Context: an optimization exercise on an open-source flow, tuned for small area, a short achievable clock period and few clock cycles per item. The choices shown serve that exercise and are no tape-out recipe. In this exercise RTL edits were held to simulation tests only and were not proved equivalent to the original. Power and IR drop assume default switching activity.

<file path="constraint.sdc">
create_clock -name core_clock -period 6.0 [get_ports {clk}]
set_input_delay 1.2000 -clock core_clock [delete_from_list [all_inputs] [get_ports {clk}]]
set_output_delay 1.2000 -clock core_clock [all_outputs]
set_load 0.01 [all_outputs]
</file>
<file path="flow/run.sh">
#!/bin/bash
# The standard layout (the standard.sh: ORFS synthesis through finish),
# with two changes to how the resizer works:
#  - port buffers are sky130_fd_sc_hd__buf_2 instead of the cell buffer_ports
#    picks by default (a clkdlybuf4s50 delay cell);
#  - gate sizing may swap cells of other footprints (MATCH_CELL_FOOTPRINT=0).
# Every port still gets its buffer. The make output goes to flow_make.log.
set -euo pipefail
bash standard.sh \
  "BUFFER_PORTS_ARGS=-buffer_cell sky130_fd_sc_hd__buf_2" \
  MATCH_CELL_FOOTPRINT=0 \
  finish > flow_make.log 2>&1
</file>
<file path="config.mk">
export PLATFORM = sky130hd
export DESIGN_NAME = sprite_quad_batcher
export DESIGN_NICKNAME = sprite_quad_batcher
export VERILOG_FILES = /design/flow/design.v
export SDC_FILE = /design/flow/constraint.sdc
export NUM_CORES = 4
export LEC_CHECK = 0
export CAP_MARGIN = 20
export CORE_MARGIN = 2
export CORE_UTILIZATION = 40
export SETUP_SLACK_MARGIN = 3.0
export SLEW_MARGIN = 20
</file>
<file path="standard.sh">
#!/bin/bash
# synth_recipe.tcl (not shown) runs the flow's synth.tcl, then flattens the netlist and writes it again
# the make line also repeats each setting of config.mk as NAME=value (left out here)
make -C /OpenROAD-flow-scripts/flow DESIGN_CONFIG=/design/flow/config.mk WORK_HOME=/design/flow/orfs CLKGATE_MAP_FILE= SYNTH_SCRIPT=/design/flow/synth_recipe.tcl "${@:-finish}"
</file>
<file path="design.v">
package sqb_pkg;
  localparam int TEXTURE_SLOTS    = 32;
  localparam int VERTEX_CAPACITY  = 262144;
  localparam int INDICES_PER_QUAD = 6;
  localparam int SLOT_W           = 6;
  localparam int IDX_W            = $clog2(TEXTURE_SLOTS);
  localparam int ICOUNT_W         = 19;
  localparam int CUT_INDEX        = (VERTEX_CAPACITY / 4) * INDICES_PER_QUAD;
  localparam int CMP_STEP         = 3;
  localparam int N_CMP            = (TEXTURE_SLOTS + CMP_STEP - 1) / CMP_STEP;
  localparam int WR_STEP          = 4;
  localparam logic MODE_END = 1'b1;
endpackage
import sqb_pkg::*;
module sqb_cell
(
  input  logic [31:0] entry,
  input  logic [31:0] query,
  input  logic        en,
  output logic        match
);
  assign match = en && (entry == query);
endmodule
import sqb_pkg::*;
module sqb_tex_table
(
  input  logic              clk,
  input  logic              rst,
  input  logic [31:0]       tex,        
  input  logic              in_valid,
  input  logic              accept,     
  input  logic              is_end,     
  input  logic              cap,        
  output logic              done,       
  output logic              done_next,  
  output logic [SLOT_W-1:0] slot,       
  output logic              full_cut    
);
  logic [31:0]        ring [TEXTURE_SLOTS];
  logic [4:0]         rot;
  logic [5:0]         cnt;              
  logic [5:0]         total;            
  logic [5:0]         new_slot;         
  logic               full;             
  logic               empty;            
  logic               pend_v;
  logic [31:0]        pend;             
  logic [1:0]         lk_n;             
  logic               acc_hit;
  logic [SLOT_W-1:0]  acc_slot;
  logic [N_CMP-1:0]   m;
  logic [N_CMP-1:0]   m_r;
  logic               m_p;
  logic               mp_r;
  logic               cmp_v;            
  logic [SLOT_W-1:0]  slot_k [N_CMP];   
  logic               hit_r;
  logic [SLOT_W-1:0]  slot_r;
  for (genvar k = 0; k < N_CMP; k++) begin : g_cmp
    logic [4:0] addr;
    assign addr = 5'(CMP_STEP * k) + rot;
    assign slot_k[k] = {addr == 5'd0, addr};
    sqb_cell u_cell (
      .entry (ring[CMP_STEP * k]),
      .query (tex),
      .en    ({1'b0, addr} < cnt),
      .match (m[k])
    );
  end
  assign m_p = pend_v && (pend == tex);
  always_comb begin
    slot_r = mp_r ? total : '0;         
    for (int k = 0; k < N_CMP; k++) begin
      slot_r = slot_r | (m_r[k] ? slot_k[k] : '0);
    end
  end
  assign hit_r = cmp_v && ((|m_r) || mp_r);
  logic [4:0]         wpos;             
  logic [TEXTURE_SLOTS-1:0] wr;
  logic               drain;
  assign wpos = cnt[4:0] - rot - 5'd1;
  always_comb begin
    wr = '0;
    for (int p = 0; p < TEXTURE_SLOTS; p += WR_STEP) begin
      wr[p] = pend_v && (wpos == 5'(p));
    end
  end
  assign drain = |wr;
  for (genvar p = 0; p < TEXTURE_SLOTS; p++) begin : g_ring
    always_ff @(posedge clk) begin
      if (wr[p]) begin
        ring[p] <= pend;
      end else begin
        ring[p] <= ring[(p + 1) % TEXTURE_SLOTS];
      end
    end
  end
  logic               tex_zero;
  logic               f_hit;
  logic               miss;
  logic               clear;
  logic [5:0]         total_nx;
  logic [1:0]         lk_nx;
  assign tex_zero = (tex == 32'd0);
  assign done     = empty || (lk_n == 2'(CMP_STEP));
  assign f_hit    = (acc_hit || hit_r) && !cap;
  assign miss     = !tex_zero && !f_hit;
  assign full_cut = !cap && miss && full;
  assign clear    = accept && (is_end || cap || full_cut);
  always_comb begin
    if (tex_zero) begin
      slot = '0;
    end else if (f_hit) begin
      slot = hit_r ? slot_r : acc_slot;
    end else if (cap || full) begin
      slot = 6'd1;
    end else begin
      slot = new_slot;
    end
  end
  logic               grow;             
  logic               refill;           
  logic               empty_nx;
  logic               full_nx;
  logic [5:0]         new_slot_nx;
  assign grow   = accept && miss;
  assign refill = !is_end && miss;
  always_comb begin
    if (clear) begin
      total_nx    = {5'd0, refill};
      new_slot_nx = refill ? 6'd2 : 6'd1;
      empty_nx    = !refill;
      full_nx     = 1'b0;
    end else if (grow) begin
      total_nx    = new_slot;
      new_slot_nx = new_slot + 6'd1;
      empty_nx    = 1'b0;
      full_nx     = (total == 6'(TEXTURE_SLOTS - 1));
    end else begin
      total_nx    = total;
      new_slot_nx = new_slot;
      empty_nx    = empty;
      full_nx     = full;
    end
    if (accept || !in_valid) begin
      lk_nx = '0;
    end else if (lk_n != 2'(CMP_STEP)) begin
      lk_nx = lk_n + 2'd1;
    end else begin
      lk_nx = lk_n;
    end
  end
  assign done_next = empty_nx || (lk_nx == 2'(CMP_STEP));
  always_ff @(posedge clk) begin
    if (!pend_v || drain) begin
      pend <= tex;
    end
    m_r  <= m;
    mp_r <= m_p;
    if (rst) begin
      rot      <= '0;
      cnt      <= '0;
      total    <= '0;
      new_slot <= 6'd1;
      full     <= 1'b0;
      empty    <= 1'b1;
      pend_v   <= 1'b0;
      lk_n     <= '0;
      acc_hit  <= 1'b0;
      acc_slot <= '0;
      cmp_v    <= 1'b0;
    end else begin
      cmp_v    <= in_valid && !accept;
      rot      <= rot + 5'd1;
      lk_n     <= lk_nx;
      total    <= total_nx;
      new_slot <= new_slot_nx;
      full     <= full_nx;
      empty    <= empty_nx;
      if (accept || !in_valid) begin
        acc_hit <= 1'b0;
      end else if (hit_r) begin
        acc_hit  <= 1'b1;
        acc_slot <= slot_r;
      end
      if (clear) begin
        cnt    <= '0;
        pend_v <= !is_end && miss;
      end else begin
        cnt    <= cnt + {5'd0, drain};
        pend_v <= (pend_v && !drain) || grow;
      end
    end
  end
endmodule
import sqb_pkg::*;
module sprite_quad_batcher
(
  input  logic                clk,
  input  logic                rst,
  input  logic                in_valid,
  output logic                in_stall,
  input  logic                mode,
  input  logic signed [31:0]  pos_x,
  input  logic signed [31:0]  pos_y,
  input  logic signed [31:0]  pos_z,
  input  logic signed [31:0]  quad_width,
  input  logic signed [31:0]  quad_height,
  input  logic [31:0]         rgba_color,
  input  logic [31:0]         uv_corner0,
  input  logic [31:0]         uv_corner1,
  input  logic [31:0]         uv_corner2,
  input  logic [31:0]         uv_corner3,
  input  logic [31:0]         texture_name,
  output logic                out_valid,
  input  logic                out_stall,
  output logic signed [31:0]  vert_x,
  output logic signed [31:0]  vert_y,
  output logic signed [31:0]  vert_z,
  output logic [31:0]         vert_color,
  output logic [15:0]         vert_u,
  output logic [15:0]         vert_v,
  output logic [sqb_pkg::SLOT_W-1:0]   tex_slot,
  output logic                batch_cut,
  output logic [sqb_pkg::ICOUNT_W-1:0] batch_index_count,
  output logic                end_marker,
  output logic                last_of_item
);
  logic [ICOUNT_W-1:0] index_count;
  logic                r_valid;
  logic [1:0]          vtx;
  logic signed [31:0]  o_x;             
  logic signed [31:0]  o_y;             
  logic signed [31:0]  o_z;
  logic [31:0]         o_color;
  logic [31:0]         o_uv;
  logic [SLOT_W-1:0]   o_slot;
  logic                o_cut;
  logic [ICOUNT_W-1:0] o_count;
  logic                o_end;
  logic                o_last;
  logic signed [31:0]  x1;              
  logic                x_ovf;
  logic signed [31:0]  y_alt;           
  logic                y_ovf;           
  logic [32:0]         x_sum;
  logic [32:0]         y_sum;
  logic [31:0]         uv1;
  logic [31:0]         uv2;
  logic [31:0]         uv3;
  logic                is_end;
  logic                cap_cut;
  logic                lk_done;
  logic                lk_done_nx;
  logic                ok_free;         
  logic                ok_last;         
  logic                r_valid_nx;
  logic                o_last_nx;
  logic [SLOT_W-1:0]   tab_slot;
  logic                tab_cut;
  logic                cut_now;
  logic                accept;
  logic                out_take;
  function automatic logic [32:0] add_ovf(input logic [31:0] a,
                                          input logic [31:0] b);
    logic [31:0] p0;
    logic [31:0] g;
    logic [31:0] p;
    logic [31:0] s;
    p0 = a ^ b;
    g  = a & b;
    p  = p0;
    for (int d = 1; d < 32; d = d * 2) begin
      for (int i = 31; i >= d; i--) begin
        g[i] = g[i] | (p[i] & g[i - d]);
        p[i] = p[i] & p[i - d];
      end
    end
    s = p0 ^ {g[30:0], 1'b0};
    add_ovf = {(a[31] == b[31]) && (s[31] != a[31]), s};
  endfunction
  function automatic logic [31:0] sat_val(input logic a_sign);
    sat_val = a_sign ? 32'h8000_0000 : 32'h7FFF_FFFF;
  endfunction
  assign x_sum     = add_ovf(pos_x, quad_width);
  assign y_sum     = add_ovf(pos_y, quad_height);
  assign is_end    = (mode == MODE_END);
  assign cap_cut   = !is_end && index_count[18] && index_count[17];    
  assign cut_now   = cap_cut || tab_cut;
  assign in_stall  = !(ok_free || (ok_last && !out_stall));
  assign accept    = in_valid && !in_stall && !rst;
  assign out_valid = r_valid;
  assign out_take  = r_valid && !out_stall;
  sqb_tex_table u_table (
    .clk      (clk),
    .rst      (rst),
    .tex      (texture_name),
    .in_valid (in_valid),
    .accept   (accept),
    .is_end   (is_end),
    .cap      (cap_cut),
    .done     (lk_done),
    .done_next(lk_done_nx),
    .slot     (tab_slot),
    .full_cut (tab_cut)
  );
  always_comb begin
    r_valid_nx = r_valid;
    o_last_nx  = o_last;
    if (accept) begin
      r_valid_nx = 1'b1;
      o_last_nx  = is_end;
    end else if (out_take) begin
      r_valid_nx = !o_last;
      o_last_nx  = (vtx == 2'd2);
    end
  end
  always_ff @(posedge clk) begin
    if (rst) begin
      r_valid     <= 1'b0;
      ok_free     <= 1'b1;
      ok_last     <= 1'b0;
      index_count <= '0;
      vtx         <= '0;
    end else begin
      r_valid <= r_valid_nx;
      ok_free <= lk_done_nx && !r_valid_nx;
      ok_last <= lk_done_nx && r_valid_nx && o_last_nx;
      if (accept) begin
        vtx     <= '0;
        if (is_end) begin
          index_count <= '0;
        end else begin
          index_count <= cut_now ? ICOUNT_W'(INDICES_PER_QUAD) : index_count + ICOUNT_W'(INDICES_PER_QUAD);
        end
      end else if (out_take) begin
        vtx <= vtx + 2'd1;
      end
    end
  end
  always_ff @(posedge clk) begin
    o_last <= o_last_nx;
    if (accept) begin
      o_x     <= is_end ? '0 : pos_x;
      o_y     <= is_end ? '0 : pos_y;
      o_z     <= is_end ? '0 : pos_z;
      o_color <= is_end ? '0 : rgba_color;
      o_uv    <= is_end ? '0 : uv_corner0;
      o_slot  <= is_end ? '0 : tab_slot;
      o_cut   <= !is_end && cut_now;
      o_count <= (is_end || cut_now) ? index_count : '0;
      o_end   <= is_end;
      x1      <= x_sum[31:0];
      x_ovf   <= x_sum[32];
      y_alt   <= y_sum[31:0];
      y_ovf   <= y_sum[32];
      uv1     <= uv_corner1;
      uv2     <= uv_corner2;
      uv3     <= uv_corner3;
    end else if (out_take) begin
      o_uv    <= uv1;
      uv1     <= uv2;
      uv2     <= uv3;
      o_cut   <= 1'b0;
      o_count <= '0;
      if (!vtx[0]) begin
        o_y   <= y_ovf ? sat_val(o_y[31]) : y_alt;
        y_alt <= o_y;
        y_ovf <= 1'b0;
      end
      if (vtx == 2'd1) begin
        o_x   <= x_ovf ? sat_val(o_x[31]) : x1;
      end
    end
  end
  assign vert_x            = o_x;
  assign vert_y            = o_y;
  assign vert_z            = o_z;
  assign vert_color        = o_color;
  assign vert_u            = o_uv[31:16];
  assign vert_v            = o_uv[15:0];
  assign tex_slot          = o_slot;
  assign batch_cut         = o_cut;
  assign batch_index_count = o_count;
  assign end_marker        = o_end;
  assign last_of_item      = o_last;
endmodule
</file>
==> qor.log, run 1 <==
qor: run_status.status timing/DRC/antenna clean
qor: global_routing.grt_first_pass_wirelength 217600 microns
qor: placement.io_buffers 545
qor: worst_setup_path.criticalPathCategory input port to flip-flop
qor: worst_setup_path.reg2reg_slack 3.13 ns
qor: finish.area_overhead_of_the_layout_relative_to_synthesis 21.38%
qor: detailed_routing.drt_first_pass_iters 6
qor: yosys.synthDominantAreaCellType dfxtp_1
qor: worst_setup_path.r2r.worst_path.cells 13
qor: yosys.synth.top_cell.area_share 43.33%
qor: finish.num-nets-final 5070
qor: yosys.synth.yosys.warnings 6
qor: global_routing.antenna_found_initial 30
qor: detailed_routing.viasPerCell 5.062
qor: yosys.post_synth_instance_area 50640 sq um
qor: sta.finalSetupViolations 0
qor: pwr.power.switching 5.400 mW
qor: clock_tree.tritoncts.num_buffers 149
qor: sta.hold_violations 0
qor: clock_tree.cts-root-buf clkbuf_16
qor: yosys.synthFlopType dfxtp_1
qor: global_routing.grt_use_met3 4.836%
qor: die.fp-row-count 130
qor: clock_tree.clkSinkCount 1476
qor: die.floorplan.die.width 359.8 microns
qor: clock_tree.clock_tree.htree_level_count 4
qor: worst_setup_path.required 6.49 ns
qor: finish.filler_cell_count 11320
qor: placement.gpl.final_weighted_congestion 0.9278
qor: hold_path.min-delay-path-class flip-flop to flip-flop
qor: pwr.netSwitchingFraction 24.22%
qor: clock_tree.cts.clk_slew.worst_paths 0.06 ns
qor: pwr.internal-power 16.89 mW
qor: detailed_routing.wirelength 154200 microns
qor: clock_tree.ctsLongestPathBuffers 3
qor: yosys.synth_seq_area_share 65.87%
qor: worst_setup_path.crit_fanout 2
qor: sta.final_period_minus_worst_setup_slack 3.188 ns
qor: flow_run.cap_violations 0
qor: yosys.synth_edf_count 380
qor: placement.detailedPlacementHpwl 107100 microns
qor: placement.post_dp_cell_area 55230 sq um
qor: sta.transition_at_the_pin_with_the_smallest_max_transition_slack 1.118 ns
qor: global_routing.maximum_number_of_pins_on_one_net_before_global_route_repair 156
qor: detailed_routing.drt-initial-drc-count 3032
qor: detailed_routing.number_of_vias_in_the_routed_layout 32240
qor: clock_tree.tritoncts done
qor: die.dieArea 129500 sq um
qor: worst_setup_path.cp.arrival 3.68 ns
qor: pwr.power.sequential.fraction 49.2%
qor: yosys.synthesis.instances 4027
qor: detailed_routing.antenna_left 0
qor: sta.maxSlewHeadroom 24.77%
qor: detailed_routing.route.detailed.wl_per_inst 24.22 microns
qor: detailed_routing.drcViolationCount 0
qor: pwr.max-vdd-ir-drop 363.4 uV
qor: clock_tree.cts.hold.buffers_added 0
qor: sta.final.period_utilization 53.13%
qor: global_routing.groute.usage.overall 23.06%
qor: worst_setup_path.worstSetupEndpoint x_ovf$_DFFE_PP_
qor: yosys.synth.lib_cells_used.distinct 71
qor: die.boundaryPins 547
qor: pwr.power.density 362.7 nW/um^2
qor: hold_path.holdCritStartpoint u_table.ring[8][14]$_DFF_P_
qor: yosys.ys_async_sr_fraction 0%
qor: yosys.syn_avg_cell_area 12.57 sq um
qor: global_routing.vias_in_the_first_global_route 30690
qor: finish.final_area 61460 sq um
qor: sta.setup_total_negative_slack 0 ns
qor: die.core_area 125600 sq um
qor: die.initial_cell_density_of_the_core 40.32%
qor: finish.fraction_of_final_layout_cells_sized_beyond_drive_strength_1 26.33%
qor: worst_setup_path.crit_path_end_kind flip-flop
qor: yosys.postSynthRegisterBits 1476
qor: sta.rsz0062_at_grt true
qor: yosys.synth_nets 4510
qor: worst_setup_path.setup.worst_path.start pos_x[1]
qor: finish.layout.cells.most_common_list 1092 x dfxtp_1, 538 x buf_2, 392 x xor2_1, 380 x edfxtp_1, 359 x nand2_1
qor: sta.maxClockFrequency 313.7 MHz
qor: pwr.power_leakage 25.60 nW
qor: sta.timing.final.max_slew_violations 0
qor: global_routing.busiest_layer met2
qor: global_routing.globalRoute.totalOverflow 0
qor: sta.fin_worst_skew 0.05534 ns
qor: finish.layout.cells.most_common dfxtp_1
qor: pwr.share_clk_of_total_power 42.4%
qor: worst_setup_path.r2r-start u_table.rot[1]$_SDFF_PP0_
qor: worst_setup_path.r2r-end u_table.ring[12][13]$_DFF_P_
qor: global_routing.groute.layer.met2.usage 36.13%
qor: worst_setup_path.timing.critical_path.from_type input port
qor: clock_tree.clkLatencyLatePin 0.79 ns
qor: yosys.synthTopCellsByArea dfxtp_1 43%, edfxtp_1 23%, xor2_1 6.8%
qor: die.die_h 359.8 microns
qor: pwr.power.combinational.fraction 8.5%
qor: global_routing.gr-usage-met1 32.19%
## timing repair
item,CTS,global route
gates cloned,6,1
setup endpoints to repair,645,479
setup buffers,32,22
pin swaps,20,28
resized for setup,72,50
## power by group through the flow
| stage | registers (mW) | logic (mW) | clock network, mW |
|---|---|---|---|
| after detailed placement | 11.2 | 1.79 | 0 |
| after CTS | 11.0 | 1.84 | 9.59 |
| after global placement | 11.2 | 1.79 | 0 |
| after global routing | 11.0 | 2.04 | 9.99 |
| final | 11.0 | 1.89 | 9.45 |
| after floorplan | 11.1 | 1.06 | 0 |
## worst min-delay path by stage
stage                                    to  slack, ns  cells past startpoint
6_report        u_table.ring[7][14]$_DFF_P_       0.29                      0
5_1_grt         u_table.ring[7][14]$_DFF_P_       0.31                      0
4_1_cts         u_table.ring[7][14]$_DFF_P_       0.29                      0
2_1_floorplan   u_table.ring[10][0]$_DFF_P_       0.31                      0
3_5_place_dp   u_table.ring[25][19]$_DFF_P_       0.31                      0
3_3_place_gp    u_table.ring[21][1]$_DFF_P_       0.31                      0
## critical path, stage by stage
cell and delay (ns):
buf_6 0.10, ha_4 0.24, a211oi_4 0.29, o211ai_2 0.16
a221oi_4 0.39, a2111oi_4 0.14, o21ai_2 0.22, a31oi_4 0.11
or4b_4 0.51, a31oi_4 0.21, mux2i_1 0.10
## layer usage
layer	share of wire, %	up-vias
met1	45	15930
met3	6.3	234
met2	46	1056
met5	0.069	-
met4	2.5	16
li1	-	15000
## cell type report
type	count	area, sq um	share of cell area [%]
tap	1650	2064	3.359
clock buffer	214	4347	7.072
timing repair buffer	625	3622	5.893
multi-input combinational	2279	17130	27.87
clock inverter	56	673.1	1.095
sequential	1476	33360	54.28
inverter	56	234.0	0.3807
antenna	12	30.03	0.04886
## logic make-up (layout without fill, tap and decap cells)
| logic type | after synthesis | count (layout) | share of synthesized area, % |
|---|---|---|---|
| simple gates | 942 | 947 | 9.328 |
| flops | 1476 | 1476 | 65.87 |
| buf+inv | 277 | 951 | 2.063 |
| other cells | 1 | 13 | 0.007406 |
| compound gates | 452 | 452 | 5.226 |
| fa+ha+maj | 126 | 126 | 3.173 |
| mux | 273 | 273 | 6.034 |
| xor+xnor | 480 | 480 | 8.302 |
## synthesized netlist by cell type (all sizes together), types with 33 or more instances
library cell / instances
dfxtp: 1096
xor2: 393
edfxtp: 380
nand2: 366
mux2: 258
a21oi: 164
o21ai: 162
clkbuf: 149
nor2: 124
ha: 122
nor4: 100
nand3b: 96
xnor2: 87
buf: 72
nor2b: 71
inv: 56
nand4: 42
nand3: 33
## metrics by stage
step	hold slack (ns)	utilization (%)	instances	total power, mW	setup WS [ns]
after floorplan	0.3096	-	4027	12.17	2.414
after global placement	0.3097	43.97	6025	12.95	1.392
after detailed placement	0.3121	43.98	6025	12.96	1.336
after CTS	0.2911	48.62	6333	22.39	2.914
after global routing	0.3091	48.94	6364	23.02	2.799
final	0.2890	48.95	6368	22.29	2.812
## flip-flops by register name, summed over array words and instances, names as in the netlist, 32 cells and up
| register | count |
|---|---|
| u_table.ring | 1024 |
| o_color | 32 |
| o_uv | 32 |
| o_x | 32 |
| o_y | 32 |
| o_z | 32 |
| u_table.pend | 32 |
| uv1 | 32 |
| uv2 | 32 |
| uv3 | 32 |
| x1 | 32 |
| y_alt | 32 |
Testbench counts, summed over its fixed seeds: cycles 47,560, items 12,000.
==> run 2, diff against run 1 <==
--- a/design.v
+++ b/design.v
@@ -17,9 +17,11 @@
   input  logic [31:0] entry,
   input  logic [31:0] query,
   input  logic        en,
-  output logic        match
+  output logic        match_lo,
+  output logic        match_hi
 );
-  assign match = en && (entry == query);
+  assign match_lo = en && (entry[15:0] == query[15:0]);
+  assign match_hi = (entry[31:16] == query[31:16]);
 endmodule
 import sqb_pkg::*;
 module sqb_tex_table
@@ -48,7 +50,10 @@
   logic [1:0]         lk_n;             
   logic               acc_hit;
   logic [SLOT_W-1:0]  acc_slot;
-  logic [N_CMP-1:0]   m;
+  logic [N_CMP-1:0]   m_lo;
+  logic [N_CMP-1:0]   m_hi;
+  logic [N_CMP-1:0]   m_lo_r;
+  logic [N_CMP-1:0]   m_hi_r;
   logic [N_CMP-1:0]   m_r;
   logic               m_p;
   logic               mp_r;
@@ -63,11 +68,13 @@
     sqb_cell u_cell (
       .entry (ring[CMP_STEP * k]),
       .query (tex),
-      .en    ({1'b0, addr} < cnt),
-      .match (m[k])
+      .en       ({1'b0, addr} < cnt),
+      .match_lo (m_lo[k]),
+      .match_hi (m_hi[k])
     );
   end
   assign m_p = pend_v && (pend == tex);
+  assign m_r = m_lo_r & m_hi_r;
   always_comb begin
     slot_r = mp_r ? total : '0;         
     for (int k = 0; k < N_CMP; k++) begin
@@ -155,7 +162,8 @@
     if (!pend_v || drain) begin
       pend <= tex;
     end
-    m_r  <= m;
+    m_lo_r <= m_lo;
+    m_hi_r <= m_hi;
     mp_r <= m_p;
     if (rst) begin
       rot      <= '0;
@@ -239,12 +247,8 @@
   logic [ICOUNT_W-1:0] o_count;
   logic                o_end;
   logic                o_last;
-  logic signed [31:0]  x1;              
-  logic                x_ovf;
+  logic signed [31:0]  x_w;             
   logic signed [31:0]  y_alt;           
-  logic                y_ovf;           
-  logic [32:0]         x_sum;
-  logic [32:0]         y_sum;
   logic [31:0]         uv1;
   logic [31:0]         uv2;
   logic [31:0]         uv3;
@@ -261,7 +265,7 @@
   logic                cut_now;
   logic                accept;
   logic                out_take;
-  function automatic logic [32:0] add_ovf(input logic [31:0] a,
+  function automatic logic [31:0] sat_add(input logic [31:0] a,
                                           input logic [31:0] b);
     logic [31:0] p0;
     logic [31:0] g;
@@ -270,20 +274,23 @@
     p0 = a ^ b;
     g  = a & b;
     p  = p0;
-    for (int d = 1; d < 32; d = d * 2) begin
-      for (int i = 31; i >= d; i--) begin
-        g[i] = g[i] | (p[i] & g[i - d]);
-        p[i] = p[i] & p[i - d];
+    for (int l = 0; l < 5; l++) begin
+      for (int i = 0; i < 32; i++) begin
+        if (i[l]) begin
+          int j;
+          j = ((i >> (l + 1)) << (l + 1)) + (1 << l) - 1;
+          g[i] = g[i] | (p[i] & g[j]);
+          p[i] = p[i] & p[j];
+        end
       end
     end
     s = p0 ^ {g[30:0], 1'b0};
-    add_ovf = {(a[31] == b[31]) && (s[31] != a[31]), s};
-  endfunction
-  function automatic logic [31:0] sat_val(input logic a_sign);
-    sat_val = a_sign ? 32'h8000_0000 : 32'h7FFF_FFFF;
+    if ((a[31] == b[31]) && (s[31] != a[31])) begin
+      sat_add = a[31] ? 32'h8000_0000 : 32'h7FFF_FFFF;
+    end else begin
+      sat_add = s;
+    end
   endfunction
-  assign x_sum     = add_ovf(pos_x, quad_width);
-  assign y_sum     = add_ovf(pos_y, quad_height);
   assign is_end    = (mode == MODE_END);
   assign cap_cut   = !is_end && index_count[18] && index_count[17];    
   assign cut_now   = cap_cut || tab_cut;
@@ -350,10 +357,8 @@
       o_cut   <= !is_end && cut_now;
       o_count <= (is_end || cut_now) ? index_count : '0;
       o_end   <= is_end;
-      x1      <= x_sum[31:0];
-      x_ovf   <= x_sum[32];
-      y_alt   <= y_sum[31:0];
-      y_ovf   <= y_sum[32];
+      x_w     <= quad_width;
+      y_alt   <= quad_height;
       uv1     <= uv_corner1;
       uv2     <= uv_corner2;
       uv3     <= uv_corner3;
@@ -363,13 +368,15 @@
       uv2     <= uv3;
       o_cut   <= 1'b0;
       o_count <= '0;
-      if (!vtx[0]) begin
-        o_y   <= y_ovf ? sat_val(o_y[31]) : y_alt;
+      if (vtx == 2'd0) begin
+        o_y   <= sat_add(o_y, y_alt);
         y_alt <= o_y;
-        y_ovf <= 1'b0;
+      end
+      if (vtx == 2'd2) begin
+        o_y   <= y_alt;
       end
       if (vtx == 2'd1) begin
-        o_x   <= x_ovf ? sat_val(o_x[31]) : x1;
+        o_x   <= sat_add(o_x, x_w);
       end
     end
   end
==> flow/run.sh (replaced) <==
#!/bin/bash
# The standard layout (the standard.sh: ORFS synthesis through finish),
# with two changes to how the resizer works:
#  - port buffers are sky130_fd_sc_hd__buf_1 instead of the cell buffer_ports
#    picks by default (a clkdlybuf4s50 delay cell);
#  - gate sizing may swap cells of other footprints (MATCH_CELL_FOOTPRINT=0).
# Every port still gets its buffer. The make output goes to flow_make.log.
set -euo pipefail
bash standard.sh \
  "BUFFER_PORTS_ARGS=-buffer_cell sky130_fd_sc_hd__buf_1" \
  MATCH_CELL_FOOTPRINT=0 \
  finish > flow_make.log 2>&1
--- a/config.mk
+++ b/config.mk
@@ -8,5 +8,6 @@
 export CAP_MARGIN = 20
 export CORE_MARGIN = 2
 export CORE_UTILIZATION = 40
+export CTS_BUF_LIST = sky130_fd_sc_hd__clkbuf_8
 export SETUP_SLACK_MARGIN = 3.0
 export SLEW_MARGIN = 20
==> qor.log, run 2 <==
qor: yosys.post_synth_instance_area 50350 sq um [-0.56%]
qor: yosys.synth.yosys.warnings 6 [unchanged]
qor: yosys.postSynthRegisterBits 1485 [+0.61%]
qor: clock_tree.clkSinkCount 1485 [+0.61%]
qor: yosys.synth.top_cell.area_share 44.01% [+0.68 points]
qor: hold_path.end_of_the_worst_hold_path u_table.ring[25][24]$_DFF_P_
qor: detailed_routing.number_of_vias_in_the_routed_layout 31860 [-1.2%]
qor: sta.layout_setup_ws 2.541 ns [-0.2712 ns]
qor: yosys.most_common_cell_in_the_synthesized_netlist dfxtp_1
qor: die.die_h 358.8 microns [-0.28%]
qor: yosys.synthDominantAreaCellType dfxtp_1
qor: global_routing.antenna_found_initial 9 [-70%]
qor: sta.fin_worst_skew 0.04644 ns [-0.008899 ns]
qor: sta.transition_at_the_pin_with_the_smallest_max_transition_slack 1.093 ns [-0.02502 ns]
qor: sta.final.period_utilization 57.65% [+4.5 points]
qor: finish.largest_register_ff_count 1024 [unchanged]
qor: yosys.ys_async_sr_fraction 0% [unchanged]
qor: finish.layout.core_utilization 48.46% [-0.49 points]
qor: sta.rsz0062_at_grt true
qor: hold_path.min-delay-path-class flip-flop to flip-flop
qor: yosys.synth_seq_area_share 66.56% [+0.69 points]
qor: flow_run.cap_violations 0 [unchanged]
qor: yosys.synth_commonest_cells 1107 x dfxtp_1, 457 x nand2_1, 378 x edfxtp_1
qor: worst_setup_path.critPathSlowestCell or4_4
qor: finish.layout.cells.most_common dfxtp_1
qor: worst_setup_path.r2r.worst_path.cells 12 [-1]
qor: detailed_routing.antenna_left 0 [unchanged]
qor: placement.detailedPlacementHpwl 94730 microns [-12%]
qor: worst_setup_path.r2r-start o_y[0]$_DFFE_PP_
qor: die.fp-row-count 130 [unchanged]
qor: pwr.power.density 364.7 nW/um^2 [+0.54%]
qor: yosys.syn_avg_cell_area 12.74 sq um [+1.3%]
qor: die.initial_cell_density_of_the_core 40.20% [-0.12 points]
qor: sta.finalSetupViolations 0 [unchanged]
qor: run_status.status timing/DRC/antenna clean
qor: worst_setup_path.r2r-end o_y[11]$_DFFE_PP_
qor: yosys.synthesis.instances 3952 [-1.9%]
qor: detailed_routing.drt_first_pass_iters 6 [unchanged]
qor: finish.fraction_of_final_layout_cells_sized_beyond_drive_strength_1 17.47% [-8.9 points]
qor: placement.io_buffers 545 [unchanged]
qor: worst_setup_path.worst_path_cell_trace ha_2 > fa_2 > a211oi_4 > o211ai_2 > a2111oi_4 > buf_4 > nor4b_4 > or4_4 > buf_12 > a21o_4 > a31oi_1 > o21ai_1
qor: sta.hold_violations 0 [unchanged]
qor: detailed_routing.drt-initial-drc-count 2685 [-11%]
qor: detailed_routing.drcViolationCount 0 [unchanged]
qor: yosys.synth_nets 4443 [-1.5%]
qor: die.dieArea 128700 sq um [-0.56%]
qor: pwr.max-vdd-ir-drop 257.3 uV [-29%]
qor: sta.timing.final.max_slew_violations 0 [unchanged]
qor: hold_path.holdCritStartpoint u_table.ring[26][24]$_DFF_P_
qor: worst_setup_path.criticalPathCategory flip-flop to flip-flop
qor: global_routing.maximum_number_of_pins_on_one_net_before_global_route_repair 140 [-10%]
qor: placement.gpl.final_weighted_congestion 0.8972 [-3.3%]
qor: worst_setup_path.worst_path_dominant_cell_family compound AO/OA/AOI/OAI gates
qor: pwr.report.power.total 22.13 mW [-0.72%]
qor: global_routing.vias_in_the_first_global_route 30870 [+0.58%]
qor: yosys.synthFlopType dfxtp_1
qor: clock_tree.cts.hold.buffers_added 0 [unchanged]
qor: global_routing.groute.usage.overall 20.92% [-2.1 points]
qor: worst_setup_path.critical_path.n_buffers_inverters 2 [+1]
qor: clock_tree.cts-root-buf clkbuf_8
qor: pwr.power_leakage 23.99 nW [-6.3%]
qor: clock_tree.cts.clk_slew.worst_paths 0.06 ns [about the same]
qor: worst_setup_path.timing.critical_path.from_type flip-flop
qor: yosys.synth_edf_count 378 [-0.53%]
qor: finish.area_overhead_of_the_layout_relative_to_synthesis 20.54%
qor: worst_setup_path.cp.arrival 4.12 ns [+0.44 ns]
qor: clock_tree.clock_tree.htree_level_count 4 [unchanged]
qor: die.core_area 125200 sq um [-0.26%]
qor: global_routing.globalRoute.totalOverflow 0 [unchanged]
qor: finish.top_reg_by_flops u_table.ring
qor: finish.num-nets-final 5161 [+1.8%]
qor: placement.worst_slack_after_detailed_placement 0.9300 ns [-0.4059 ns]
qor: die.boundaryPins 547 [unchanged]
qor: global_routing.grt_first_pass_wirelength 198900 microns [-8.6%]
qor: clock_tree.tritoncts done
qor: clock_tree.ctsLongestPathBuffers 3 [unchanged]
qor: worst_setup_path.required 6.66 ns [+0.17 ns]
qor: clock_tree.clkLatencyLatePin 0.94 ns [+0.15 ns]
qor: worst_setup_path.crit_fanout 6 [+4]
qor: sta.maxSlewHeadroom 26.45% [+1.7 points]
qor: yosys.synth.lib_cells_used.distinct 78 [+9.9%]
qor: detailed_routing.route.detailed.wl_per_inst 21.79 microns [-10%]
qor: placement.place.detailed.instances 5992 [-0.55%]
qor: sta.maxClockFrequency 289.1 MHz [-7.8%]
qor: worst_setup_path.critical_path.max_stage_delay 0.50 ns [about the same]
qor: yosys.synthTopCellsByArea dfxtp_1 44%, edfxtp_1 23%, mux2_2 5.7%
qor: sta.final_period_minus_worst_setup_slack 3.459 ns [+0.2712 ns]
qor: hold_path.hold-path-cell-count 0 [unchanged]
qor: worst_setup_path.crit_path_end_kind flip-flop
qor: worst_setup_path.reg2reg_slack 2.54 ns [-0.59 ns]
qor: die.floorplan.die.width 358.8 microns [-0.28%]
qor: finish.layout.cells.most_common_list 1104 x dfxtp_1, 538 x buf_1, 444 x nand2_1, 378 x edfxtp_1, 282 x clkbuf_8
qor: detailed_routing.viasPerCell 4.884 [-3.5%]
qor: clock_tree.tritoncts.num_buffers 230 [+54%]
qor: finish.layoutNonFillerInstCount 6522 [+2.4%]
qor: detailed_routing.wirelength 142100 microns [-7.9%]
qor: sta.setup_total_negative_slack 0 ns [unchanged]
==> run 2: worst max-delay path by stage <==
stage                           startpoint                        end  depth (start not counted)
after detailed placement  texture_name[18]  u_table.pend_v$_SDFF_PP0_                          8
after floorplan           o_y[0]$_DFFE_PP_          o_y[19]$_DFFE_PP_                         11
after CTS                 o_y[0]$_DFFE_PP_          o_y[27]$_DFFE_PP_                         11
after global placement    texture_name[18]  u_table.pend_v$_SDFF_PP0_                          8
final                     o_y[0]$_DFFE_PP_          o_y[11]$_DFFE_PP_                         12
after global routing      o_y[0]$_DFFE_PP_          o_y[11]$_DFFE_PP_                         12
==> run 2: timing repair <==
item / in CTS / in global routing
pin swaps: 55 / 31
endpoints found under the setup margin: 402 / 405
buffers inserted: 43 / 37
gates resized for setup: 123 / 67
cloned: 8 / 8
==> run 2: stage by stage <==
step | hold WS [ns] | area, sq um
final | 0.3054 | 60690
after global routing | 0.3056 | 60680
after CTS | 0.3012 | 59940
after detailed placement | 0.3121 | 54220
after global placement | 0.3098 | 54220
after floorplan | 0.3096 | 50540
==> run 2: cell type report <==
| type | instances | area [sq um] |
|---|---|---|
| fill | 11290 | 64550 |
| clock inverter | 140 | 917.1 |
| sequential | 1485 | 33520 |
| tap | 1650 | 2064 |
| antenna | 12 | 30.03 |
| clock buffer | 282 | 3881 |
| timing repair buffer | 679 | 3382 |
| inverter | 65 | 305.3 |
| multi-input combinational | 2209 | 16590 |
==> run 2: cell families after synthesis <==
group                    Yosys count  share of synthesized area (%)
XOR/XNOR                         468                          8.141
adder cells (fa/ha/maj)          134                          3.509
other                              1                       0.007448
AO/OA/AOI/OAI                    411                          5.251
multiplexers                     266                          5.927
flip-flops                      1485                          66.56
buffers and inverters            269                          2.100
AND/OR/NAND/NOR                  918                          8.509
==> run 2: power by group <==
| group | switching, mW | total (mW) | internal, mW |
|---|---|---|---|
| sequential | 0.247 | 11.0 | 10.8 |
| combinational | 1.48 | 2.52 | 1.04 |
| clock | 4.04 | 8.60 | 4.55 |
==> run 2: layer usage <==
metal  track usage, %  wire length (microns)
met5                0                     55
met4            7.767                   4190
met3            4.609                   9879
met2            33.41                  65530
met1            27.82                  62470
==> run 2: worst reg2reg max path, cell delays in order, from the launching register on <==
cell,delay [ns]
edfxtp_1,0.41
ha_2,0.21
fa_2,0.37
a211oi_4,0.25
o211ai_2,0.18
a2111oi_4,0.36
buf_4,0.20
nor4b_4,0.07
or4_4,0.50
buf_12,0.17
a21o_4,0.26
a31oi_1,0.16
o21ai_1,0.07
Testbench counts of run 2, summed over its fixed seeds: cycles 47,560, items 12,000.
==> run 3, diff against run 2 <==
--- a/config.mk
+++ b/config.mk
@@ -7,7 +7,7 @@
 export LEC_CHECK = 0
 export CAP_MARGIN = 20
 export CORE_MARGIN = 2
-export CORE_UTILIZATION = 40
+export CORE_UTILIZATION = 60
 export CTS_BUF_LIST = sky130_fd_sc_hd__clkbuf_8
 export SETUP_SLACK_MARGIN = 3.0
 export SLEW_MARGIN = 20
==> qor.log, run 3 <==
qor: clock_tree.ctsLongestPathBuffers 3 [unchanged]
qor: worst_setup_path.crit_path_end_kind flip-flop
qor: clock_tree.cts-root-buf clkbuf_8
qor: yosys.synth_commonest_cells 1107 x dfxtp_1, 457 x nand2_1, 378 x edfxtp_1
qor: clock_tree.clkSinkCount 1485 [unchanged]
qor: finish.filler_cell_count 6120 [-46%]
qor: finish.top_reg_by_flops u_table.ring
qor: sta.hold_violations 0 [unchanged]
qor: die.floorplan.die.width 293.7 microns [-18%]
qor: global_routing.vias_in_the_first_global_route 30520 [-1.1%]
qor: hold_path.end_of_the_worst_hold_path u_table.ring[9][2]$_DFF_P_
qor: yosys.synthesis.instances 3952 [unchanged]
qor: pwr.power_leakage 23.65 nW [-1.4%]
qor: placement.detailedPlacementHpwl 88760 microns [-6.3%]
qor: yosys.syn_avg_cell_area 12.74 sq um [unchanged]
qor: sta.final.period_utilization 56.79% [-0.86 points]
qor: sta.timing.final.max_slew_violations 0 [unchanged]
qor: placement.worst_slack_after_detailed_placement 1.542 ns [+0.6124 ns]
qor: yosys.synthDominantAreaCellType dfxtp_1
qor: yosys.ys_async_sr_fraction 0% [unchanged]
qor: detailed_routing.drcViolationCount 0 [unchanged]
qor: finish.largest_register_ff_count 1024 [unchanged]
qor: detailed_routing.number_of_vias_in_the_routed_layout 31610 [-0.76%]
qor: finish.area_overhead_of_the_layout_relative_to_synthesis 17.30%
qor: yosys.fraction_of_the_mapped_netlist_area_in_compound_gates 5.251% [unchanged]
qor: worst_setup_path.required 6.62 ns [-0.04 ns]
qor: worst_setup_path.criticalPathCategory flip-flop to flip-flop
qor: worst_setup_path.r2r.worst_path.cells 11 [-1]
qor: clock_tree.clock_tree.htree_level_count 4 [unchanged]
qor: finish.layout.cells.most_common_list 1103 x dfxtp_1, 541 x buf_1, 444 x nand2_1, 378 x edfxtp_1, 267 x clkbuf_8
qor: detailed_routing.viasPerCell 5.358 [+9.7%]
qor: yosys.postSynthRegisterBits 1485 [unchanged]
qor: sta.finalSetupViolations 0 [unchanged]
qor: detailed_routing.drt_first_pass_iters 5 [-1]
qor: sta.fin_worst_skew 0.04731 ns [+0.0008693 ns]
qor: yosys.synth.lib_cells_used.distinct 78 [unchanged]
qor: sta.final_period_minus_worst_setup_slack 3.407 ns [-0.05177 ns]
qor: detailed_routing.antenna_left 0 [unchanged]
qor: sta.rsz0062_at_grt true
qor: yosys.synth_nets 4443 [unchanged]
qor: die.fp-row-count 106 [-18%]
qor: yosys.synth.top_cell.area_share 44.01% [unchanged]
qor: sta.maxClockFrequency 293.5 MHz [+1.5%]
qor: yosys.synthTopCellsByArea dfxtp_1 44%, edfxtp_1 23%, mux2_2 5.7%
qor: worst_setup_path.r2r-start o_y[0]$_DFFE_PP_
qor: yosys.most_common_cell_in_the_synthesized_netlist dfxtp_1
qor: die.dieArea 86250 sq um [-33%]
qor: detailed_routing.wirelength 133700 microns [-5.9%]
qor: clock_tree.cts.clk_slew.worst_paths 0.07 ns [about the same]
qor: worst_setup_path.cp.arrival 4.03 ns [-0.09 ns]
qor: clock_tree.tritoncts done
qor: sta.setup_total_negative_slack 0 ns [unchanged]
qor: yosys.synth-adder-area-share 3.509% [unchanged]
qor: global_routing.maximum_number_of_pins_on_one_net_before_global_route_repair 156 [+11%]
qor: detailed_routing.route.detailed.wl_per_inst 22.66 microns [+4.0%]
qor: finish.layout.cells.most_common dfxtp_1
qor: yosys.synth.yosys.warnings 6 [unchanged]
qor: sta.transition_at_the_pin_with_the_smallest_max_transition_slack 1.076 ns [-0.01736 ns]
qor: die.boundaryPins 547 [unchanged]
qor: global_routing.groute.usage.overall 30.44% [+9.5 points]
qor: yosys.synth_top_family_by_area simple AND/OR/NAND/NOR gates
qor: yosys.synth_xor_area_share 8.141% [unchanged]
qor: pwr.report.power.total 21.40 mW [-3.3%]
qor: yosys.post_synth_instance_area 50350 sq um [unchanged]
qor: worst_setup_path.timing.critical_path.from_type flip-flop
qor: yosys.synth_seq_area_share 66.56% [unchanged]
qor: hold_path.hold-path-cell-count 0 [unchanged]
qor: detailed_routing.drt-initial-drc-count 2262 [-16%]
qor: worst_setup_path.r2r-end o_y[25]$_DFFE_PP_
qor: finish.layout.core_utilization 70.80% [+22 points]
qor: die.initial_cell_density_of_the_core 60.36% [+20 points]
qor: worst_setup_path.crit_fanout 7 [+1]
qor: clock_tree.clkLatencyLatePin 0.90 ns [-0.04 ns]
qor: global_routing.antenna_found_initial 13 [+4]
qor: clock_tree.tritoncts.num_buffers 218 [-5.2%]
qor: die.die_h 293.7 microns [-18%]
qor: sta.maxSlewHeadroom 27.62% [+1.2 points]
qor: run_status.status timing/DRC/antenna clean
qor: finish.fraction_of_final_layout_cells_sized_beyond_drive_strength_1 15.86% [-1.6 points]
qor: yosys.synth_edf_count 378 [unchanged]
qor: pwr.max-vdd-ir-drop 245.4 uV [-4.6%]
qor: global_routing.globalRoute.totalOverflow 0 [unchanged]
qor: hold_path.min-delay-path-class flip-flop to flip-flop
qor: yosys.post_synth_mux_area_share 5.927% [unchanged]
qor: flow_run.cap_violations 0 [unchanged]
qor: pwr.power.density 362.4 nW/um^2 [-0.63%]
qor: global_routing.grt_first_pass_wirelength 194400 microns [-2.3%]
qor: yosys.synthFlopType dfxtp_1
qor: yosys.synth_simple_gate_area_share 8.509% [unchanged]
qor: hold_path.holdCritStartpoint u_table.ring[10][2]$_DFF_P_
qor: finish.num-nets-final 5120 [-0.79%]
qor: die.core_area 83420 sq um [-33%]
qor: placement.gpl.final_weighted_congestion 0.9284 [+3.5%]
qor: worst_setup_path.reg2reg_slack 2.59 ns [+0.05 ns]
qor: placement.io_buffers 545 [unchanged]
qor: sta.layout_setup_ws 2.593 ns [+0.05177 ns]
run 3: changes by cell type in the layout (fill, tap and decap cells not counted), moves of 15 or more:
cell / delta
clkbuf_8: -15
inv_1: +20
a21oi_1: +20
a21oi_2: -20
run 3: stage by stage:
stage	hold WS, ns	cell area [sq um]	instances
2_1_floorplan	0.3096	50540	3952
3_3_place_gp	0.3095	53470	5421
3_5_place_dp	0.3121	53470	5421
4_1_cts	0.3163	58720	5875
5_1_grt	0.3137	59050	5898
6_report	0.3135	59060	5900
run 3: kinds of logic (layout without fill, tap and decap cells):
group	Yosys count	after routing
DFF	1485	1485
and+or+nand+nor	918	922
xor gates and xnor gates	468	468
AOI/OAI and AO/OA	411	414
buffers and inverters	269	1120
muxes	266	266
adders and majority gates	134	134
other	1	11
run 3: power by group:
group	internal, mW	switching (mW)
sequential	10.8	0.253
clock	4.18	3.83
combinational	0.980	1.39
run 3: repair_timing:
| item | CTS | global route |
|---|---|---|
| pin swaps | 26 | 14 |
| gates resized for setup | 92 | 41 |
| setup buffers | 40 | 14 |
| hold buffers | 0 | 0 |
| endpoints found under the setup margin | 442 | 678 |
| gates cloned | 13 | 1 |
run 3: how the worst max path moves through the flow:
stage,startpoint,end,slack [ns],cells after the start
after CTS,o_y[0]$_DFFE_PP_,o_y[2]$_DFFE_PP_,2.61,11
after global placement,texture_name[4],u_table.pend_v$_SDFF_PP0_,1.61,9
after floorplan,o_y[0]$_DFFE_PP_,o_y[19]$_DFFE_PP_,2.81,11
after detailed placement,texture_name[4],u_table.pend_v$_SDFF_PP0_,1.54,9
after global routing,o_y[0]$_DFFE_PP_,o_y[8]$_DFFE_PP_,2.49,11
final,o_y[0]$_DFFE_PP_,o_y[25]$_DFFE_PP_,2.59,11
run 3: layer usage:
metal  track usage [%]  part of all wire, %  vias up
met3             6.699                  7.0      226
met5                 0                0.040        -
met1             43.54                   45    15330
met4             10.47                  2.7        8
li1                  -                    -    14970
met2             45.98                   45     1076
run 3: final cells by class:
| class | count | area, sq um | area share, % |
|---|---|---|---|
| Sequential cell | 1485 | 33530 | 56.77 |
| Multi-Input combinational cell | 2205 | 16380 | 27.73 |
| Clock buffer | 267 | 3675 | 6.222 |
| Timing Repair Buffer | 654 | 3069 | 5.197 |
| Tap cell | 1080 | 1351 | 2.288 |
| Clock inverter | 134 | 740.7 | 1.254 |
| Inverter | 65 | 292.8 | 0.4957 |
| Antenna cell | 10 | 25.02 | 0.04237 |
run 3: critical path, stage by stage (launching register included):
cell and delay (ns):
edfxtp_1 0.41, ha_2 0.22, fa_2 0.37, a211oi_4 0.24
o211ai_2 0.16, a2111oi_4 0.31, buf_4 0.20, nor4b_4 0.06
or4_4 0.57, a21oi_4 0.29, o21ai_0 0.15, a21o_1 0.17
==> run 4, diff against run 3 <==
--- a/design.v
+++ b/design.v
@@ -249,6 +249,9 @@
   logic                o_last;
   logic signed [31:0]  x_w;             
   logic signed [31:0]  y_alt;           
+  logic                x_c;             
+  logic                y_c;
+  logic                fresh;           
   logic [31:0]         uv1;
   logic [31:0]         uv2;
   logic [31:0]         uv3;
@@ -265,32 +268,30 @@
   logic                cut_now;
   logic                accept;
   logic                out_take;
-  function automatic logic [31:0] sat_add(input logic [31:0] a,
-                                          input logic [31:0] b);
-    logic [31:0] p0;
-    logic [31:0] g;
-    logic [31:0] p;
-    logic [31:0] s;
-    p0 = a ^ b;
-    g  = a & b;
-    p  = p0;
-    for (int l = 0; l < 5; l++) begin
-      for (int i = 0; i < 32; i++) begin
-        if (i[l]) begin
-          int j;
-          j = ((i >> (l + 1)) << (l + 1)) + (1 << l) - 1;
-          g[i] = g[i] | (p[i] & g[j]);
-          p[i] = p[i] & p[j];
-        end
-      end
-    end
-    s = p0 ^ {g[30:0], 1'b0};
-    if ((a[31] == b[31]) && (s[31] != a[31])) begin
-      sat_add = a[31] ? 32'h8000_0000 : 32'h7FFF_FFFF;
+  function automatic logic [16:0] add_lo(input logic [15:0] a,
+                                         input logic [15:0] b);
+    add_lo = {1'b0, a} + {1'b0, b};
+  endfunction
+  function automatic logic [31:0] add_hi_sat(input logic [15:0] a_hi,
+                                             input logic [15:0] b_hi,
+                                             input logic        c,
+                                             input logic [15:0] s_lo);
+    logic [15:0] s_hi;
+    s_hi = a_hi + b_hi + {15'd0, c};
+    if ((a_hi[15] == b_hi[15]) && (s_hi[15] != a_hi[15])) begin
+      add_hi_sat = a_hi[15] ? 32'h8000_0000 : 32'h7FFF_FFFF;
     end else begin
-      sat_add = s;
+      add_hi_sat = {s_hi, s_lo};
     end
   endfunction
+  logic [16:0]         x_lo;
+  logic [16:0]         y_lo;
+  logic [31:0]         x1c;
+  logic [31:0]         y1c;
+  assign x_lo = add_lo(pos_x[15:0], quad_width[15:0]);
+  assign y_lo = add_lo(pos_y[15:0], quad_height[15:0]);
+  assign x1c  = add_hi_sat(o_x[31:16], x_w[31:16], x_c, x_w[15:0]);
+  assign y1c  = add_hi_sat(o_y[31:16], y_alt[31:16], y_c, y_alt[15:0]);
   assign is_end    = (mode == MODE_END);
   assign cap_cut   = !is_end && index_count[18] && index_count[17];    
   assign cut_now   = cap_cut || tab_cut;
@@ -327,12 +328,14 @@
       r_valid     <= 1'b0;
       ok_free     <= 1'b1;
       ok_last     <= 1'b0;
+      fresh       <= 1'b0;
       index_count <= '0;
       vtx         <= '0;
     end else begin
       r_valid <= r_valid_nx;
       ok_free <= lk_done_nx && !r_valid_nx;
       ok_last <= lk_done_nx && r_valid_nx && o_last_nx;
+      fresh   <= accept && !is_end;
       if (accept) begin
         vtx     <= '0;
         if (is_end) begin
@@ -357,26 +360,37 @@
       o_cut   <= !is_end && cut_now;
       o_count <= (is_end || cut_now) ? index_count : '0;
       o_end   <= is_end;
-      x_w     <= quad_width;
-      y_alt   <= quad_height;
+      x_w     <= {quad_width[31:16], x_lo[15:0]};
+      x_c     <= x_lo[16];
+      y_alt   <= {quad_height[31:16], y_lo[15:0]};
+      y_c     <= y_lo[16];
       uv1     <= uv_corner1;
       uv2     <= uv_corner2;
       uv3     <= uv_corner3;
-    end else if (out_take) begin
-      o_uv    <= uv1;
-      uv1     <= uv2;
-      uv2     <= uv3;
-      o_cut   <= 1'b0;
-      o_count <= '0;
-      if (vtx == 2'd0) begin
-        o_y   <= sat_add(o_y, y_alt);
-        y_alt <= o_y;
+    end else begin
+      if (fresh) begin
+        x_w <= x1c;
       end
-      if (vtx == 2'd2) begin
-        o_y   <= y_alt;
+      if (out_take) begin
+        o_uv    <= uv1;
+        uv1     <= uv2;
+        uv2     <= uv3;
+        o_cut   <= 1'b0;
+        o_count <= '0;
+        if (vtx == 2'd1) begin
+          o_x <= x_w;
+        end
       end
-      if (vtx == 2'd1) begin
-        o_x   <= sat_add(o_x, x_w);
+      if (fresh) begin
+        if (out_take) begin
+          o_y   <= y1c;
+          y_alt <= o_y;
+        end else begin
+          y_alt <= y1c;
+        end
+      end else if (out_take && !vtx[0]) begin
+        o_y   <= y_alt;
+        y_alt <= o_y;
       end
     end
   end
==> flow/run.sh (replaced) <==
#!/bin/bash
# The standard layout (the standard.sh: ORFS synthesis through finish),
# with changes to how the resizer and the clock tree work:
#  - port buffers are sky130_fd_sc_hd__buf_1 instead of the cell buffer_ports
#    picks by default (a delay cell); the resizer sizes them afterwards;
#  - gate sizing may swap cells of other footprints (MATCH_CELL_FOOTPRINT=0);
#  - clock tree synthesis inserts no dummy loads.
# Every port still gets its buffer. The make output goes to flow_make.log.
set -euo pipefail
bash standard.sh \
  "BUFFER_PORTS_ARGS=-buffer_cell sky130_fd_sc_hd__buf_1" \
  MATCH_CELL_FOOTPRINT=0 \
  "CTS_ARGS=-sink_clustering_enable -repair_clock_nets -dont_use_dummy_load -buf_list sky130_fd_sc_hd__clkbuf_8" \
  finish > flow_make.log 2>&1
--- a/config.mk
+++ b/config.mk
@@ -7,7 +7,7 @@
 export LEC_CHECK = 0
 export CAP_MARGIN = 20
 export CORE_MARGIN = 2
-export CORE_UTILIZATION = 60
+export CORE_UTILIZATION = 40
 export CTS_BUF_LIST = sky130_fd_sc_hd__clkbuf_8
 export SETUP_SLACK_MARGIN = 3.0
 export SLEW_MARGIN = 20
==> qor.log, run 4 <==
qor: placement.worst_slack_after_detailed_placement 1.157 ns [-0.3857 ns]
qor: placement.io_buffers 545 [unchanged]
qor: global_routing.antenna_found_initial 17 [+4]
qor: die.initial_cell_density_of_the_core 40.16% [-20 points]
qor: pwr.report.power.total 20.77 mW [-3.0%]
qor: detailed_routing.drt_first_pass_iters 6 [+1]
qor: sta.fin_worst_skew 0.1639 ns [+0.1166 ns]
qor: sta.final.period_utilization 50.14% [-6.6 points]
qor: detailed_routing.drt-initial-drc-count 3084 [+36%]
qor: finish.fraction_of_final_layout_cells_sized_beyond_drive_strength_1 16.06% [+0.20 points]
qor: clock_tree.clkSinkCount 1488 [+0.20%]
qor: sta.layout_setup_ws 2.991 ns [+0.3986 ns]
qor: run_status.status timing/DRC/antenna clean
qor: pwr.share_clk_of_total_power 32.9% [-4.5 points]
qor: global_routing.grt_first_pass_wirelength 219600 microns [+13%]
qor: finish.layout.cells.most_common_list 1104 x dfxtp_1, 540 x buf_1, 453 x nand2_1, 380 x edfxtp_1, 248 x mux2_2
qor: finish.final_area 59940 sq um [+1.5%]
qor: yosys.synth_xor_area_share 7.956% [-0.18 points]
qor: flow_run.cap_violations 0 [unchanged]
qor: clock_tree.cts-root-buf clkbuf_8
qor: yosys.ys_async_sr_fraction 0% [unchanged]
qor: worst_setup_path.required 6.70 ns [+0.08 ns]
qor: worst_setup_path.crit_fanout 8 [+1]
qor: worst_setup_path.reg2reg_slack 2.99 ns [+0.40 ns]
qor: detailed_routing.drcViolationCount 0 [unchanged]
qor: sta.fin_worst_hold_slack 0.2515 ns [-0.06204 ns]
qor: detailed_routing.number_of_vias_in_the_routed_layout 33230 [+5.1%]
qor: finish.layout.cells.most_common dfxtp_1
qor: die.die_h 361.3 microns [+23%]
qor: sta.final_period_minus_worst_setup_slack 3.009 ns [-0.3986 ns]
qor: yosys.synthDominantAreaCellType dfxtp_1
qor: detailed_routing.wl_met3 11290 microns [+21%]
qor: hold_path.min-delay-path-class flip-flop to flip-flop
qor: detailed_routing.antenna_left 0 [unchanged]
qor: yosys.synthesis.instances 4118 [+4.2%]
qor: die.floorplan.die.width 361.3 microns [+23%]
qor: finish.area_overhead_of_the_layout_relative_to_synthesis 17.35% [about the same]
qor: pwr.internal-power 15.34 mW [-3.6%]
qor: worst_setup_path.cp.arrival 3.71 ns [-0.32 ns]
qor: placement.gpl.final_weighted_congestion 0.9292 [about the same]
qor: pwr.max-vdd-ir-drop 217.3 uV [-11%]
qor: sta.finalSetupViolations 0 [unchanged]
qor: pwr.netSwitchingFraction 26.12% [+0.53 points]
qor: pwr.power.density 346.5 nW/um^2 [-4.4%]
qor: sta.hold_violations 0 [unchanged]
qor: clock_tree.clkLatencyLatePin 0.95 ns [+0.05 ns]
qor: worst_setup_path.crit_path_end_kind flip-flop
qor: clock_tree.clock_tree.htree_level_count 4 [unchanged]
qor: sta.rsz0062_at_grt true
qor: yosys.synthFlopType dfxtp_1
qor: sta.timing.final.max_slew_violations 0 [unchanged]
qor: global_routing.globalRoute.totalOverflow 0 [unchanged]
qor: worst_setup_path.critical_path.n_buffers_inverters 3 [+2]
qor: worst_setup_path.timing.critical_path.from_type flip-flop
qor: die.dieArea 130600 sq um [+51%]
qor: detailed_routing.routed.top_layer met5
qor: yosys.synth-adder-area-share 3.253% [-0.26 points]
qor: yosys.synth_seq_area_share 65.77% [-0.79 points]
qor: finish.top_reg_by_flops u_table.ring
qor: yosys.post_synth_instance_area 51080 sq um [+1.4%]
qor: die.fp-row-count 131 [+24%]
qor: yosys.synth_nets 4603 [+3.6%]
qor: yosys.fraction_of_the_mapped_netlist_area_in_compound_gates 5.955% [+0.70 points]
qor: yosys.synthTopCellsByArea dfxtp_1 43%, edfxtp_1 22%, mux2_2 5.5%
qor: worst_setup_path.worst_path_most_repeated_cell buf_6
qor: detailed_routing.viasPerCell 5.103 [-4.8%]
qor: global_routing.groute.usage.overall 23.07% [-7.4 points]
qor: sta.transition_at_the_pin_with_the_smallest_max_transition_slack 0.9996 ns [-0.07619 ns]
qor: worst_setup_path.worst_path_cell_trace ha_4 > a21o_1 > a221oi_4 > nand3_4 > a211oi_4 > buf_6 > buf_6 > and3_4 > buf_4 > nor2_4 > a221oi_2 > a21oi_1
qor: worst_setup_path.worst_path_dominant_cell_family compound AO/OA/AOI/OAI gates
qor: clock_tree.ctsLongestPathBuffers 3 [unchanged]
qor: die.core_area 127200 sq um [+52%]
qor: sta.maxClockFrequency 332.4 MHz [+13%]
qor: finish.num-nets-final 5325 [+4.0%]
qor: finish.largest_register_ff_count 1024 [unchanged]
qor: yosys.synth.yosys.warnings 6 [unchanged]
qor: worst_setup_path.critPathSlowestCell edfxtp_1
qor: detailed_routing.wl_met1 68960 microns [+14%]
qor: yosys.post_synth_mux_area_share 5.644% [-0.28 points]
qor: global_routing.vias_in_the_first_global_route 31890 [+4.5%]
qor: pwr.power_leakage 23.10 nW [-2.3%]
qor: sta.maxSlewHeadroom 32.75% [+5.1 points]
qor: die.boundaryPins 547 [unchanged]
qor: yosys.postSynthRegisterBits 1488 [+0.20%]
qor: clock_tree.tritoncts done
qor: placement.post_dp_cell_area 54900 sq um [+2.7%]
qor: yosys.synth_top_family_by_area simple AND/OR/NAND/NOR gates
qor: clock_tree.tritoncts.num_buffers 231 [+6.0%]
qor: pwr.power.sequential.fraction 54.3% [+2.8 points]
qor: global_routing.maximum_number_of_pins_on_one_net_before_global_route_repair 116 [-26%]
qor: yosys.synth.top_cell.area_share 43.43% [-0.59 points]
qor: yosys.syn_avg_cell_area 12.40 sq um [-2.6%]
qor: yosys.synth_simple_gate_area_share 9.164% [+0.66 points]
qor: yosys.synth_edf_count 380 [+0.53%]
qor: yosys.synth_commonest_cells 1108 x dfxtp_1, 458 x nand2_1, 380 x edfxtp_1
qor: yosys.most_common_cell_in_the_synthesized_netlist dfxtp_1
qor: worst_setup_path.criticalPathCategory flip-flop to flip-flop
qor: pwr.power.switching 5.424 mW [-0.94%]
qor: clock_tree.cts.clk_slew.worst_paths 0.06 ns [about the same]
qor: yosys.synth.lib_cells_used.distinct 88 [+13%]
qor: pwr.power.combinational.fraction 12.9% [+1.8 points]
qor: placement.detailedPlacementHpwl 106600 microns [+20%]
qor: detailed_routing.wirelength 155700 microns [+16%]
qor: clock_tree.cts.hold.buffers_added 0 [unchanged]
qor: sta.setup_total_negative_slack 0 ns [unchanged]
qor: worst_setup_path.critical_path.max_stage_delay 0.49 ns [-0.08 ns]
qor: detailed_routing.dr_wl_met2 70140 microns [+17%]
qor: detailed_routing.route.detailed.wl_per_inst 23.91 microns [+5.5%]
==> run 4: kinds of logic after synthesis <==
logic type                 Yosys count
AOI/OAI and AO/OA                  488
and+or+nand+nor                   1005
buffers and inverters              287
other                                1
adders and majority gates          128
muxes                              257
DFF                               1488
xor gates and xnor gates           464
==> run 4: power by group through the flow <==
stage          sequential [mW]  combinational (mW)  clock (mW)
6_report                  11.3                2.67        6.83
3_5_place_dp              11.5                2.27           0
3_3_place_gp              11.4                2.25           0
2_1_floorplan             11.3                1.49           0
4_1_cts                   11.3                2.49        6.98
5_1_grt                   11.3                2.89        7.40
==> run 4: cell type report <==
type | instances | area (sq um)
inverters | 74 | 331.6
fillers | 11590 | 67250
clock buffers | 231 | 3179
repair buffers | 692 | 3503
diodes | 13 | 32.53
multi-input cells | 2353 | 17210
flip-flops and latches | 1488 | 33610
well taps | 1662 | 2079
==> run 4: through the flow <==
step,std cells,utilization [%]
6_report,6513,47.13
5_1_grt,6507,47.11
4_1_cts,6471,46.64
3_5_place_dp,6166,43.17
3_3_place_gp,6166,43.17
2_1_floorplan,4118,-
==> run 4: timing repair <==
action,CTS,global route
buffers inserted,61,28
endpoints found under the hold margin,0,0
endpoints found under the setup margin,589,340
resized for setup,121,82
pin swaps,40,36
cloned,13,0
==> run 4: layer usage <==
metal,track usage (%),vias to the layer above
met4,8.587,10
met5,0,-
met1,31.56,16190
met2,35.59,1285
li1,-,15480
met3,5.360,269
==> run 4: final timing paths <==
kind,startpoint,end,depth (start not counted)
max,o_y[20]$_DFFE_PP_,y_alt[1]$_DFFE_PP_,12
min,u_table.ring[19][18]$_DFF_P_,u_table.ring[18][18]$_DFF_P_,0
max reg2reg,o_y[20]$_DFFE_PP_,y_alt[1]$_DFFE_PP_,12
min reg2reg,u_table.ring[19][18]$_DFF_P_,u_table.ring[18][18]$_DFF_P_,0
Testbench counts of run 4, summed over its fixed seeds: cycles 47,560, items 12,000.
==> run 5, diff against run 4 <==
--- a/config.mk
+++ b/config.mk
@@ -7,7 +7,7 @@
 export LEC_CHECK = 0
 export CAP_MARGIN = 20
 export CORE_MARGIN = 2
-export CORE_UTILIZATION = 40
+export CORE_UTILIZATION = 60
 export CTS_BUF_LIST = sky130_fd_sc_hd__clkbuf_8
-export SETUP_SLACK_MARGIN = 3.0
+export SETUP_SLACK_MARGIN = 3.3
 export SLEW_MARGIN = 20
==> qor.log, run 5 <==
qor: detailed_routing.drt-initial-drc-count 2369 [-23%]
qor: worst_setup_path.crit_fanout 3 [-5]
qor: finish.layout.core_utilization 71.34% [+24 points]
qor: yosys.most_common_cell_in_the_synthesized_netlist dfxtp_1
qor: die.die_h 295.8 microns [-18%]
qor: finish.top_reg_by_flops u_table.ring
qor: placement.worst_slack_after_detailed_placement 1.554 ns [+0.3975 ns]
qor: run_status.status timing/DRC/antenna clean
qor: detailed_routing.drt_first_pass_iters 5 [-1]
qor: finish.filler_cell_count 6147 [-47%]
qor: yosys.synthTopCellsByArea dfxtp_1 43%, edfxtp_1 22%, mux2_2 5.5%
qor: placement.gpl.final_weighted_congestion 0.9262 [-0.32%]
qor: yosys.synth.top_cell.area_share 43.43% [unchanged]
qor: worst_setup_path.setup.worst_path.start out_stall
qor: yosys.synth_nets 4603 [unchanged]
qor: die.boundaryPins 547 [unchanged]
qor: yosys.synthDominantAreaCellType dfxtp_1
qor: global_routing.groute.usage.overall 30.73% [+7.7 points]
qor: worst_setup_path.cp.arrival 1.69 ns [-2.02 ns]
qor: placement.io_buffers 545 [unchanged]
qor: detailed_routing.viasPerCell 5.463 [+7.1%]
qor: worst_setup_path.crit_path_end_kind output pin
qor: global_routing.maximum_number_of_pins_on_one_net_before_global_route_repair 86 [-26%]
qor: global_routing.grt_first_pass_wirelength 198700 microns [-9.5%]
qor: yosys.fraction_of_the_mapped_netlist_area_in_compound_gates 5.955% [unchanged]
qor: detailed_routing.wirelength 139000 microns [-11%]
qor: global_routing.vias_in_the_first_global_route 31870 [-0.056%]
qor: global_routing.antenna_found_initial 15 [-2]
qor: sta.rsz0062_at_grt true
qor: clock_tree.clkLatencyLatePin 0.91 ns [-0.04 ns]
qor: clock_tree.clkSinkCount 1488 [unchanged]
qor: yosys.post_synth_instance_area 51080 sq um [unchanged]
qor: sta.maxSlewHeadroom 30.18% [-2.6 points]
qor: clock_tree.ctsLongestPathBuffers 3 [unchanged]
qor: hold_path.min-delay-path-class flip-flop to flip-flop
qor: finish.layout.cells.most_common dfxtp_1
qor: flow_run.cap_violations 0 [unchanged]
qor: die.floorplan.die.width 295.8 microns [-18%]
qor: clock_tree.cts-root-buf clkbuf_8
qor: sta.final_period_minus_worst_setup_slack 2.895 ns [-0.1141 ns]
qor: pwr.power.density 340.2 nW/um^2 [-1.8%]
qor: clock_tree.tritoncts done
qor: yosys.synth_xor_area_share 7.956% [unchanged]
qor: die.dieArea 87480 sq um [-33%]
qor: finish.num-nets-final 5368 [+0.81%]
qor: yosys.post_synth_mux_area_share 5.644% [unchanged]
qor: die.initial_cell_density_of_the_core 60.27% [+20 points]
qor: detailed_routing.antenna_left 0 [unchanged]
qor: finish.largest_register_ff_count 1024 [unchanged]
==> run 5: cell counts after synthesis <==
No cell type changed its count.
==> run 5: power by group <==
part | internal, mW | total (mW) | switching (mW)
Sequential | 10.9 | 11.2 | 0.295
Clock | 3.18 | 6.53 | 3.35
Combinational | 1.18 | 2.82 | 1.64
==> run 5: repair_timing <==
| item | CTS | global route |
|---|---|---|
| hold buffers | 0 | 0 |
| cloned | 12 | 8 |
| endpoints found under the hold margin | 0 | 0 |
| pin swaps | 91 | 55 |
| endpoints found under the setup margin | 911 | 552 |
| buffers inserted | 91 | 40 |
| gates resized for setup | 325 | 171 |
==> run 5: per-stage QoR <==
step | cells | area (sq um) | hold slack (ns)
floorplan | 4118 | 51170 | 0.3096
global placement | 5655 | 54290 | 0.3096
detailed placement | 5655 | 54290 | 0.3121
CTS | 5976 | 59300 | 0.2668
global route | 6032 | 60440 | 0.2797
finish | 6038 | 60460 | 0.2726
==> run 5: kinds of logic after synthesis <==
kind of cell,Yosys count
adders and majority gates,128
and+or+nand+nor,1005
xor gates and xnor gates,464
other,1
DFF,1488
muxes,257
buffers and inverters,287
AOI/OAI and AO/OA,488
==> run 5: routing by layer <==
layer,GRT usage [%],vias to the layer above,share of wire (%)
li1,-,15560,-
met1,42.59,16010,44
met2,48.09,1158,46
met3,6.303,252,6.7
met4,10.97,10,2.9
met5,0,-,0.044
==> run 5: worst min-delay path by stage <==
| stage | slack, ns | to | cells past startpoint | from |
|---|---|---|---|---|
| after global routing | 0.28 | u_table.ring[30][21]$_DFF_P_ | 0 | u_table.ring[31][21]$_DFF_P_ |
| after floorplan | 0.31 | u_table.ring[10][0]$_DFF_P_ | 0 | u_table.ring[11][0]$_DFF_P_ |
| after global placement | 0.31 | u_table.ring[19][10]$_DFF_P_ | 0 | u_table.ring[20][10]$_DFF_P_ |
| after CTS | 0.27 | u_table.ring[30][21]$_DFF_P_ | 0 | u_table.ring[31][21]$_DFF_P_ |
| after detailed placement | 0.31 | u_table.ring[1][0]$_DFF_P_ | 0 | u_table.ring[2][0]$_DFF_P_ |
| final | 0.27 | u_table.ring[6][31]$_DFF_P_ | 0 | u_table.ring[7][31]$_DFF_P_ |
==> run 5: worst max-delay path, cell delays in order <==
cell	delay, ns
buf_8	0.09
clkinv_8	0.05
a21o_1	0.18
inv_2	0.07
buf_6	0.11
==> run 5: layout make-up <==
type	instances	area (sq um)	area share, %
Timing Repair Buffer	749	4324	7.152
Tap cell	1144	1431	2.367
Sequential cell	1488	33610	55.59
Inverter	74	340.3	0.5629
Multi-Input combinational cell	2352	17720	29.31
Antenna cell	13	32.53	0.05381
Clock buffer	218	3000	4.963
